This design comes from an exercise in tuning for small area, a short achievable clock period and few clock cycles on the open sky130 flow, not from production work. Only simulation tests tie the RTL to the original design; equivalence was not proved. Power is estimated from default activity; no workload was simulated.

==> design.v <==
`timescale 1ns/100ps
package pq_pkg;
  localparam int DEPTH     = 16;
  localparam int REQ_DEPTH = 8;
  localparam int TAG_W  = 16;
  localparam int DATA_W = 32;
  localparam int SLOT_W    = $clog2(DEPTH);
  localparam int REQ_PTR_W = $clog2(REQ_DEPTH);
  localparam int REQ_CNT_W = $clog2(REQ_DEPTH) + 1;
  typedef logic [TAG_W-1:0]   tag_t;
  typedef logic [DATA_W-1:0]  data_t;
  typedef logic [SLOT_W-1:0]  slot_t;
  typedef logic [SLOT_W:0]    count_t;
  localparam slot_t LAST_SLOT = slot_t'(DEPTH - 1);
  localparam logic [REQ_PTR_W-1:0] REQ_LAST = REQ_PTR_W'(REQ_DEPTH - 1);
  typedef enum logic {
    REQ_MIN,
    REQ_MAX
  } req_kind_t;
  typedef enum logic {
    SCAN_SWEEP,
    SCAN_HOLD
  } scan_state_t;
endpackage
`timescale 1ns/100ps
module free_slot_ring (
  input  logic          clk_in,
  input  logic          rst_in,
  input  logic          take,
  input  logic          give,
  input  pq_pkg::slot_t give_slot,
  output pq_pkg::slot_t free_slot,
  output logic          free_avail
);
  pq_pkg::slot_t              ring_q [pq_pkg::DEPTH];
  logic [pq_pkg::DEPTH-1:0]   ent_valid_q;
  pq_pkg::slot_t              rd_ptr_q;
  pq_pkg::slot_t              wr_ptr_q;
  logic                       take_ok;
  assign free_slot  = ring_q[rd_ptr_q];
  assign free_avail = ent_valid_q[rd_ptr_q];
  assign take_ok = take && free_avail;
  always_ff @(posedge clk_in) begin
    if (rst_in) begin
      for (int i = 0; i < pq_pkg::DEPTH; i++) begin
        ring_q[i]      <= pq_pkg::slot_t'(i);
        ent_valid_q[i] <= 1'b1;
      end
      rd_ptr_q <= '0;
      wr_ptr_q <= '0;
    end else begin
      if (take_ok) begin
        ent_valid_q[rd_ptr_q] <= 1'b0;
        if (rd_ptr_q == pq_pkg::LAST_SLOT) begin
          rd_ptr_q <= '0;
        end else begin
          rd_ptr_q <= rd_ptr_q + 1'b1;
        end
      end
      if (give) begin
        ring_q[wr_ptr_q]      <= give_slot;
        ent_valid_q[wr_ptr_q] <= 1'b1;
        if (wr_ptr_q == pq_pkg::LAST_SLOT) begin
          wr_ptr_q <= '0;
        end else begin
          wr_ptr_q <= wr_ptr_q + 1'b1;
        end
      end
    end
  end
endmodule
`timescale 1ns/100ps
module deq_req_fifo (
  input  logic              clk_in,
  input  logic              rst_in,
  input  logic              deq_min_in,
  input  logic              deq_max_in,
  input  logic              pop,
  output pq_pkg::req_kind_t head_kind,
  output logic              head_valid,
  output logic              idle_out
);
  logic                           kind_mem [pq_pkg::REQ_DEPTH];
  logic [pq_pkg::REQ_PTR_W-1:0]   rd_ptr_q;
  logic [pq_pkg::REQ_PTR_W-1:0]   wr_ptr_q;
  logic [pq_pkg::REQ_CNT_W-1:0]   count_q;
  logic                           push;
  pq_pkg::req_kind_t              push_kind;
  logic                           full;
  logic                           push_ok;
  logic                           pop_ok;
  assign push      = deq_min_in || deq_max_in;
  assign push_kind = deq_min_in ? pq_pkg::REQ_MIN : pq_pkg::REQ_MAX;
  assign full       = (count_q == pq_pkg::REQ_CNT_W'(pq_pkg::REQ_DEPTH));
  assign head_valid = (count_q != '0);
  assign idle_out   = (count_q == '0);
  assign head_kind  = pq_pkg::req_kind_t'(kind_mem[rd_ptr_q]);
  assign push_ok = push && !full;
  assign pop_ok  = pop && head_valid;
  always_ff @(posedge clk_in) begin
    if (push_ok) begin
      kind_mem[wr_ptr_q] <= push_kind;
    end
  end
  always_ff @(posedge clk_in) begin
    if (rst_in) begin
      rd_ptr_q <= '0;
      wr_ptr_q <= '0;
      count_q  <= '0;
    end else begin
      if (push_ok) begin
        wr_ptr_q <= (wr_ptr_q == pq_pkg::REQ_LAST) ? '0 : wr_ptr_q + 1'b1;
      end
      if (pop_ok) begin
        rd_ptr_q <= (rd_ptr_q == pq_pkg::REQ_LAST) ? '0 : rd_ptr_q + 1'b1;
      end
      case ({push_ok, pop_ok})
        2'b10:   count_q <= count_q + 1'b1;
        2'b01:   count_q <= count_q - 1'b1;
        default: count_q <= count_q;
      endcase
    end
  end
endmodule
`timescale 1ns/100ps
module extreme_scan (
  input  logic                                    clk_in,
  input  logic                                    rst_in,
  input  logic                                    changed,
  input  logic [pq_pkg::DEPTH*pq_pkg::TAG_W-1:0]  tags_flat,
  input  logic [pq_pkg::DEPTH-1:0]                valid_flat,
  output pq_pkg::slot_t                           min_slot,
  output pq_pkg::slot_t                           max_slot,
  output pq_pkg::tag_t                            max_tag,
  output logic                                    scan_done
);
  pq_pkg::scan_state_t state_q;
  pq_pkg::slot_t       idx_q;
  pq_pkg::tag_t        cand_min_tag_q;
  pq_pkg::slot_t       cand_min_slot_q;
  pq_pkg::tag_t        cand_max_tag_q;
  pq_pkg::slot_t       cand_max_slot_q;
  pq_pkg::tag_t        cur_tag;
  logic                cur_valid;
  pq_pkg::tag_t        nxt_min_tag;
  pq_pkg::slot_t       nxt_min_slot;
  pq_pkg::tag_t        nxt_max_tag;
  pq_pkg::slot_t       nxt_max_slot;
  logic                last_visit;
  assign cur_tag   = tags_flat[idx_q*pq_pkg::TAG_W +: pq_pkg::TAG_W];
  assign cur_valid = valid_flat[idx_q];
  always_comb begin
    nxt_min_tag  = cand_min_tag_q;
    nxt_min_slot = cand_min_slot_q;
    nxt_max_tag  = cand_max_tag_q;
    nxt_max_slot = cand_max_slot_q;
    if (cur_valid && (cur_tag <= cand_min_tag_q)) begin
      nxt_min_tag  = cur_tag;
      nxt_min_slot = idx_q;
    end
    if (cur_valid && (cur_tag >= cand_max_tag_q)) begin
      nxt_max_tag  = cur_tag;
      nxt_max_slot = idx_q;
    end
  end
  assign last_visit = (state_q == pq_pkg::SCAN_SWEEP) && (idx_q == pq_pkg::LAST_SLOT);
  always_ff @(posedge clk_in) begin
    if (rst_in) begin
      state_q         <= pq_pkg::SCAN_SWEEP;
      idx_q           <= '0;
      cand_min_tag_q  <= '1;
      cand_min_slot_q <= '0;
      cand_max_tag_q  <= '0;
      cand_max_slot_q <= '0;
      min_slot        <= '0;
      max_slot        <= '0;
      max_tag         <= '0;
      scan_done       <= 1'b0;
    end else begin
      scan_done <= 1'b0;
      if (changed) begin
        state_q         <= pq_pkg::SCAN_SWEEP;
        idx_q           <= '0;
        cand_min_tag_q  <= '1;
        cand_min_slot_q <= '0;
        cand_max_tag_q  <= '0;
        cand_max_slot_q <= '0;
      end else if (state_q == pq_pkg::SCAN_SWEEP) begin
        cand_min_tag_q  <= nxt_min_tag;
        cand_min_slot_q <= nxt_min_slot;
        cand_max_tag_q  <= nxt_max_tag;
        cand_max_slot_q <= nxt_max_slot;
        if (last_visit) begin
          min_slot  <= nxt_min_slot;
          max_slot  <= nxt_max_slot;
          max_tag   <= nxt_max_tag;
          scan_done <= 1'b1;
          state_q   <= pq_pkg::SCAN_HOLD;
        end else begin
          idx_q <= idx_q + 1'b1;
        end
      end
    end
  end
endmodule
`timescale 1ns/100ps
module slot_store (
  input  logic                                    clk_in,
  input  logic                                    rst_in,
  input  logic                                    enq_in,
  input  pq_pkg::tag_t                            enq_tag_in,
  input  pq_pkg::data_t                           enq_data_in,
  input  pq_pkg::slot_t                           free_slot,
  input  logic                                    free_avail,
  input  pq_pkg::req_kind_t                       head_kind,
  input  logic                                    head_valid,
  input  pq_pkg::slot_t                           min_slot,
  input  pq_pkg::slot_t                           max_slot,
  input  logic                                    scan_done,
  output logic [pq_pkg::DEPTH*pq_pkg::TAG_W-1:0]  tags_flat,
  output logic [pq_pkg::DEPTH-1:0]                valid_flat,
  output logic                                    changed,
  output logic                                    take,
  output logic                                    give,
  output pq_pkg::slot_t                           give_slot,
  output logic                                    pop,
  output pq_pkg::data_t                           data_out,
  output pq_pkg::tag_t                            tag_out,
  output logic                                    valid_out,
  output pq_pkg::count_t                          size_out,
  output logic                                    empty_out,
  output logic                                    full_out
);
  pq_pkg::tag_t              tag_mem  [pq_pkg::DEPTH];
  pq_pkg::data_t             data_mem [pq_pkg::DEPTH];
  logic [pq_pkg::DEPTH-1:0]  valid_q;
  pq_pkg::count_t            size_q;
  logic                      scan_fresh_q;
  logic                      enq_ok;
  logic                      scan_ok;
  logic                      consume;
  logic                      serve;
  pq_pkg::slot_t             sel_slot;
  assign scan_ok = (scan_done && !changed) || scan_fresh_q;
  assign consume = head_valid && scan_ok;
  assign serve   = consume && (size_q != '0);
  assign enq_ok  = enq_in && free_avail;
  assign sel_slot = (head_kind == pq_pkg::REQ_MIN) ? min_slot : max_slot;
  assign pop       = consume;
  assign take      = enq_ok;
  assign give      = serve;
  assign give_slot = sel_slot;
  assign size_out  = size_q;
  assign empty_out = (size_q == '0);
  assign full_out  = (size_q == pq_pkg::count_t'(pq_pkg::DEPTH)) || !free_avail;
  for (genvar g = 0; g < pq_pkg::DEPTH; g++) begin : g_flat
    assign tags_flat[g*pq_pkg::TAG_W +: pq_pkg::TAG_W] = tag_mem[g];
  end
  assign valid_flat = valid_q;
  always_ff @(posedge clk_in) begin
    if (serve) begin
      data_out <= data_mem[sel_slot];
      tag_out  <= tag_mem[sel_slot];
    end
    if (enq_ok) begin
      tag_mem[free_slot]  <= enq_tag_in;
      data_mem[free_slot] <= enq_data_in;
    end
  end
  always_ff @(posedge clk_in) begin
    if (rst_in) begin
      valid_q      <= '0;
      size_q       <= '0;
      valid_out    <= 1'b0;
      changed      <= 1'b0;
      scan_fresh_q <= 1'b0;
    end else begin
      valid_out <= serve;
      changed   <= enq_ok || serve;
      if (serve) begin
        valid_q[sel_slot] <= 1'b0;
      end
      if (enq_ok) begin
        valid_q[free_slot] <= 1'b1;
      end
      case ({enq_ok, serve})
        2'b10:   size_q <= size_q + 1'b1;
        2'b01:   size_q <= size_q - 1'b1;
        default: size_q <= size_q;
      endcase
      if (enq_ok || serve) begin
        scan_fresh_q <= 1'b0;
      end else if (scan_done && !changed) begin
        scan_fresh_q <= 1'b1;
      end
    end
  end
endmodule
`timescale 1ns/100ps
module minmax_queue_top (
  input  logic           clk_in,
  input  logic           rst_in,
  input  logic           enq_in,
  input  pq_pkg::tag_t   enq_tag_in,
  input  pq_pkg::data_t  enq_data_in,
  input  logic           deq_min_in,
  input  logic           deq_max_in,
  output pq_pkg::data_t  data_out,
  output pq_pkg::tag_t   tag_out,
  output logic           valid_out,
  output pq_pkg::count_t size_out,
  output logic           empty_out,
  output logic           full_out,
  output pq_pkg::tag_t   max_tag_out,
  output logic           idle_out
);
  pq_pkg::slot_t free_slot;
  logic          free_avail;
  logic          take;
  logic          give;
  pq_pkg::slot_t give_slot;
  pq_pkg::req_kind_t head_kind;
  logic              head_valid;
  logic              pop;
  logic [pq_pkg::DEPTH*pq_pkg::TAG_W-1:0] tags_flat;
  logic [pq_pkg::DEPTH-1:0]               valid_flat;
  logic                                   changed;
  pq_pkg::slot_t                          min_slot;
  pq_pkg::slot_t                          max_slot;
  logic                                   scan_done;
  free_slot_ring free_slot_ring_inst (
    .clk_in     (clk_in),
    .rst_in     (rst_in),
    .take       (take),
    .give       (give),
    .give_slot  (give_slot),
    .free_slot  (free_slot),
    .free_avail (free_avail)
  );
  deq_req_fifo deq_req_fifo_inst (
    .clk_in     (clk_in),
    .rst_in     (rst_in),
    .deq_min_in (deq_min_in),
    .deq_max_in (deq_max_in),
    .pop        (pop),
    .head_kind  (head_kind),
    .head_valid (head_valid),
    .idle_out   (idle_out)
  );
  extreme_scan extreme_scan_inst (
    .clk_in     (clk_in),
    .rst_in     (rst_in),
    .changed    (changed),
    .tags_flat  (tags_flat),
    .valid_flat (valid_flat),
    .min_slot   (min_slot),
    .max_slot   (max_slot),
    .max_tag    (max_tag_out),
    .scan_done  (scan_done)
  );
  slot_store slot_store_inst (
    .clk_in      (clk_in),
    .rst_in      (rst_in),
    .enq_in      (enq_in),
    .enq_tag_in  (enq_tag_in),
    .enq_data_in (enq_data_in),
    .free_slot   (free_slot),
    .free_avail  (free_avail),
    .head_kind   (head_kind),
    .head_valid  (head_valid),
    .min_slot    (min_slot),
    .max_slot    (max_slot),
    .scan_done   (scan_done),
    .tags_flat   (tags_flat),
    .valid_flat  (valid_flat),
    .changed     (changed),
    .take        (take),
    .give        (give),
    .give_slot   (give_slot),
    .pop         (pop),
    .data_out    (data_out),
    .tag_out     (tag_out),
    .valid_out   (valid_out),
    .size_out    (size_out),
    .empty_out   (empty_out),
    .full_out    (full_out)
  );
endmodule
==> run.sh <==
#!/bin/bash
# synth_recipe.tcl (not shown) runs the flow's synth.tcl, then flattens the netlist and writes it again
# the make line also repeats each setting of config.mk as NAME=value (left out here)
make -C /OpenROAD-flow-scripts/flow DESIGN_CONFIG=/design/flow/config.mk WORK_HOME=/design/flow/orfs CLKGATE_MAP_FILE= SYNTH_SCRIPT=/design/flow/synth_recipe.tcl finish
==> config.mk <==
export PLATFORM = sky130hd
export DESIGN_NAME = minmax_queue_top
export DESIGN_NICKNAME = minmax_queue_top
export VERILOG_FILES = /design/flow/design.v
export SDC_FILE = /design/flow/constraint.sdc
export NUM_CORES = 4
export LEC_CHECK = 0
export CAP_MARGIN = 20
export CORE_MARGIN = 2
export CORE_UTILIZATION = 40
export PLACE_DENSITY = 0.6
export SLEW_MARGIN = 20
==> constraint.sdc <==
create_clock -name core_clock -period 6.0 [get_ports {clk_in}]
set_input_delay 1.2000 -clock core_clock [delete_from_list [all_inputs] [get_ports {clk_in}]]
set_output_delay 1.2000 -clock core_clock [all_outputs]
set_load 0.01 [all_outputs]
==> metrics.yaml <==
wl_um: 111100
yosysSeqAreaShare_pct: 67.30
netSwitchingPower_mw: 3.576
slew-limit-headroom_pct: 22.72
p_int_mw: 11.72
area_growth_pct: 14.63
grt-ovfl-total: 0
syn_area_per_cell_um2: 13.68
crit_start: "extreme_scan_inst.idx_q[0]$_SDFFE_PP0P_"
antenna_left: 0
placementRows: 121
synth_xor_area_share_pct: 0.3813
power_density_nw_per_um2: 305.9
core-area_um2: 108600
grt_pass1_wl_um: 168000
portBuffers: 125
cts.sinks: 1023
hold_viol_final: 0
slowest_stage: "nor4_2"
post_cts_resized: 0
seqPwrFrac_pct: 52.3
dp_hpwl_um: 61010
grt_pass1_vias: 26230
finalCriticalPeriod_ps: 4650
r2r_end: "extreme_scan_inst.cand_min_tag_q[6]$_SDFFE_PP1P_"
antenna_found_initial: 11
grt_usage_pct: 19.76
numCtsBuffers: 104
fin_util_pct: 46.08
die_h_um: 334.3
cts_tree: "done"
clock_latency_ps: 720
h-tree-depth: 3
worst_path_most_repeated_cell: "mux4_2"
synth-compound-area-share_pct: 5.617
cp_max_fo: 40
crit_type: "reg -> reg"
ys.flop_type: "edfxtp_1"
multi_input_area_um2: 13450
ctsHoldBuffers: 0
grt_max_degree: 210
post-cts-setup-buffer-count: 0
drv_cap: 0
cp_slowest_stage_delay_ps: 700
rsz0062_at_grt: "false"
fin_nets: 3391
initial_core_util_pct: 40.20
drt_iter0_drc: 2792
setup-tns-final_ps: 0
crit_path_cell_trace: "buf_12 > mux4_2 > mux4_2 > ha_1 > nand4_1 > or2_2 > nor3_1 > nor2b_1 > nor4_2 > buf_4 > mux2i_1"
rr_worst_depth: 11
clockPowerShare_pct: 41.2
yosysWarnings: 4
synthSimpleGateAreaFrac_pct: 11.22
fin_hold_ws_ps: 444.8
synth_edf_count: 888
syn-cell-area_um2: 43640
io_pins: 126
worstReg2RegStart: "extreme_scan_inst.idx_q[0]$_SDFFE_PP0P_"
report.final.setup_viol: 0
synth-async-reset-ratio_pct: 0
hp-start: "extreme_scan_inst.cand_max_tag_q[13]$_SDFFE_PP0N_"
ys_seq_elements: 1023
drive_gt1_share_pct: 11.04
p_comb_share_pct: 6.5
peakVddDrop_mv: 0.2328
syn-instance-count: 3190
syn_nets: 3309
crit_path_end: "extreme_scan_inst.cand_min_tag_q[6]$_SDFFE_PP1P_"
fmax_ghz: 0.2151
avgViaCountPerCell: 5.649
cp.arrival_ps: 5250
power_leakage_nw: 16.03
first_pass_iters: 5
die_w_um: 334.3
drc: 0
synth_fa_ha_area_share_pct: 1.927
outcome: "timing/DRC/antenna clean"
synth_mux_area_share_pct: 11.17
finClkSkew_ps: 57.75
synth.distinct_cells: 58
fillers: 9360
clockBufferDepth: 3
clkSlewWorstSetupHoldPaths_ps: 60
num_vias: 26990
finalMaxSlewViolations: 0
power_switching_share_pct: 23.37
startpoint_type: "register"
period_share_pct: 77.49
cp_data_required_time_ps: 6600
synth_top_family_by_area: "simple AND/OR/NAND/NOR gates"
regArea_um2: 29380
worst_pin_slew_ps: 1159
avgRoutedWirePerCell_um: 23.25
end_kind: "register"
dieArea_um2: 111800
worst_hold_path_type: "reg -> reg"
reg2reg_slack_ps: 1350
gp_congestion: 0.8151
root_buffer: "clkbuf_16"
## Yosys cell counts (3+ instances only)
master	n	share of area (%)
o21a_1	4	0.069
inv_1	56	0.48
a21oi_1	53	0.61
a21o_1	14	0.24
mux4_2	108	5.6
or4_1	5	0.086
buf_2	37	0.42
nand3_1	377	4.3
mux2i_1	236	5.4
a221o_1	15	0.34
and3_1	6	0.086
nor2b_1	6	0.086
a221oi_1	98	2.0
o31ai_1	19	0.33
nor3_1	15	0.17
o21ai_0	76	0.87
dfxtp_1	135	6.2
and4_1	3	0.060
mux2_2	5	0.13
a211oi_1	4	0.069
xnor2_1	12	0.24
nand2b_1	8	0.11
nand4_1	28	0.40
and2_1	9	0.13
o21ai_1	37	0.42
a31oi_1	21	0.30
nor4_1	7	0.10
edfxtp_1	888	61
a32o_1	3	0.069
nand2_1	479	4.1
nor2_1	146	1.3
clkbuf_1	143	1.2
or2_2	7	0.10
nor3b_1	3	0.052
o211ai_1	3	0.052
or3_1	4	0.057
ha_1	64	1.8
xor2_1	7	0.14
buf_1	24	0.21
## flip-flops by register name, indices dropped and copies added, names as in the netlist, 5 cells and up, named ones only
name and count:
extreme_scan_inst.max_tag 16, slot_store_inst.tag_out 16, free_slot_ring_inst.ring_q 64, slot_store_inst.tag_mem 256
slot_store_inst.valid_q 16, slot_store_inst.data_mem 512, deq_req_fifo_inst.kind_mem 8, free_slot_ring_inst.ent_valid_q 16
slot_store_inst.size_q 5, extreme_scan_inst.cand_max_tag_q 16, extreme_scan_inst.cand_min_tag_q 16, slot_store_inst.data_out 32
## power groups by stage
stage / logic [mW] / registers, mW / clock network (mW)
finish: 1.00 / 8.00 / 6.30
global route: 1.09 / 8.02 / 6.71
CTS: 1.01 / 8.00 / 6.41
detailed placement: 1.00 / 8.15 / 0
global placement: 0.995 / 8.15 / 0
floorplan: 0.613 / 8.12 / 0
## cells in the final DEF (no fill, tap or decap), drive strengths merged, types with 61 or more instances in the layout
| master | count |
|---|---|
| clkdlybuf4s50 | 124 |
| ha | 64 |
| a221oi | 98 |
| o21ai | 113 |
| nand3 | 377 |
| nor2 | 146 |
| mux2i | 237 |
| clkbuf | 120 |
| mux4 | 108 |
| clkinv | 61 |
| dfxtp | 135 |
| nand2 | 479 |
| inv | 64 |
| edfxtp | 888 |
## worst min-delay path by stage
stage,endpoint,slack (ps),cells after the start
final,extreme_scan_inst.max_tag[13]$_SDFFE_PP0P_,440,2
after CTS,extreme_scan_inst.max_tag[13]$_SDFFE_PP0P_,440,2
after floorplan,slot_store_inst.scan_fresh_q$_SDFFE_PP0P_,430,2
after global placement,slot_store_inst.scan_fresh_q$_SDFFE_PP0P_,440,2
after global routing,slot_store_inst.scan_fresh_q$_SDFFE_PP0P_,480,2
after detailed placement,slot_store_inst.scan_fresh_q$_SDFFE_PP0P_,440,2
## logic make-up after synthesis
| group | after synthesis |
|---|---|
| buffers and inverters | 264 |
| and+or+nand+nor | 1107 |
| DFF | 1023 |
| AOI/OAI and AO/OA | 361 |
| xor gates and xnor gates | 19 |
| muxes | 350 |
| adders and majority gates | 66 |
## metrics by stage
step	instance area (µm²)	instances	power, mW	worst slack [ps]
6_report	50020	4777	15.30	1350
5_1_grt	50020	4776	15.82	1011
4_1_cts	49990	4774	15.42	1324
3_5_place_dp	46650	4579	9.156	1379
3_3_place_gp	46630	4578	9.143	1483
2_1_floorplan	43640	3190	8.729	1020
## final cells by class
type,instances,area share [%]
Tap cell,1414,3.537
Timing Repair Buffer,182,3.694
Sequential cell,1023,58.73
Clock buffer,120,5.405
Antenna cell,2,0.01000
Inverter,58,0.4652
Clock inverter,75,1.281
Multi-Input combinational cell,1903,26.88
## routing by layer
| metal | wire length (µm) | part of all wire [%] | vias up | global-route usage [%] |
|---|---|---|---|---|
| li1 | - | - | 12330 | - |
| met1 | 49220 | 44 | 13550 | 27.95 |
| met2 | 51310 | 46 | 904 | 30.97 |
| met3 | 7633 | 6.9 | 193 | 3.734 |
| met4 | 2826 | 2.5 | 14 | 6.000 |
| met5 | 72 | 0.065 | - | 0 |
## critical path, delay by kind of cell, from the launching register on
kind	cells	cell delay (ps)
and+or+nand+nor	5	1700
muxes	3	1360
buffers and inverters	2	660
DFF	1	450
adders and majority gates	1	350
Testbench counts, summed over its fixed seeds: cycles 462,044.

## afterwards: timing with drivers on the ports
The results above use ideal ports. As a check the final layout listed here was re-extracted and re-timed, cells and wires unchanged. Step 1 assumes that a clkbuf_16 drives the clock port and a buf_2 every other input. Step 2 adds t to the input delays and takes it off the output delays; t is the mean of the earliest and latest rising clock arrival at the registers after step 1. Input paths then give back, and output paths get back, about the clock's delay inside the block. Three values: ideal ports, drivers, drivers and shift; two values: the first two.
shift t [ns]: 0.758
setup slack, ns: 1.350 / 1.350 / 1.350
clock arrival spread, ns: 0.070 / 0.070
worst slew at a driven data input, ns: 0.15
cell pins on the clock port's net: 1
After both steps this run still meets setup and hold. For this run, drivers alone change the setup slack by 0.000 ns; drivers and shift together by 0.000 ns.
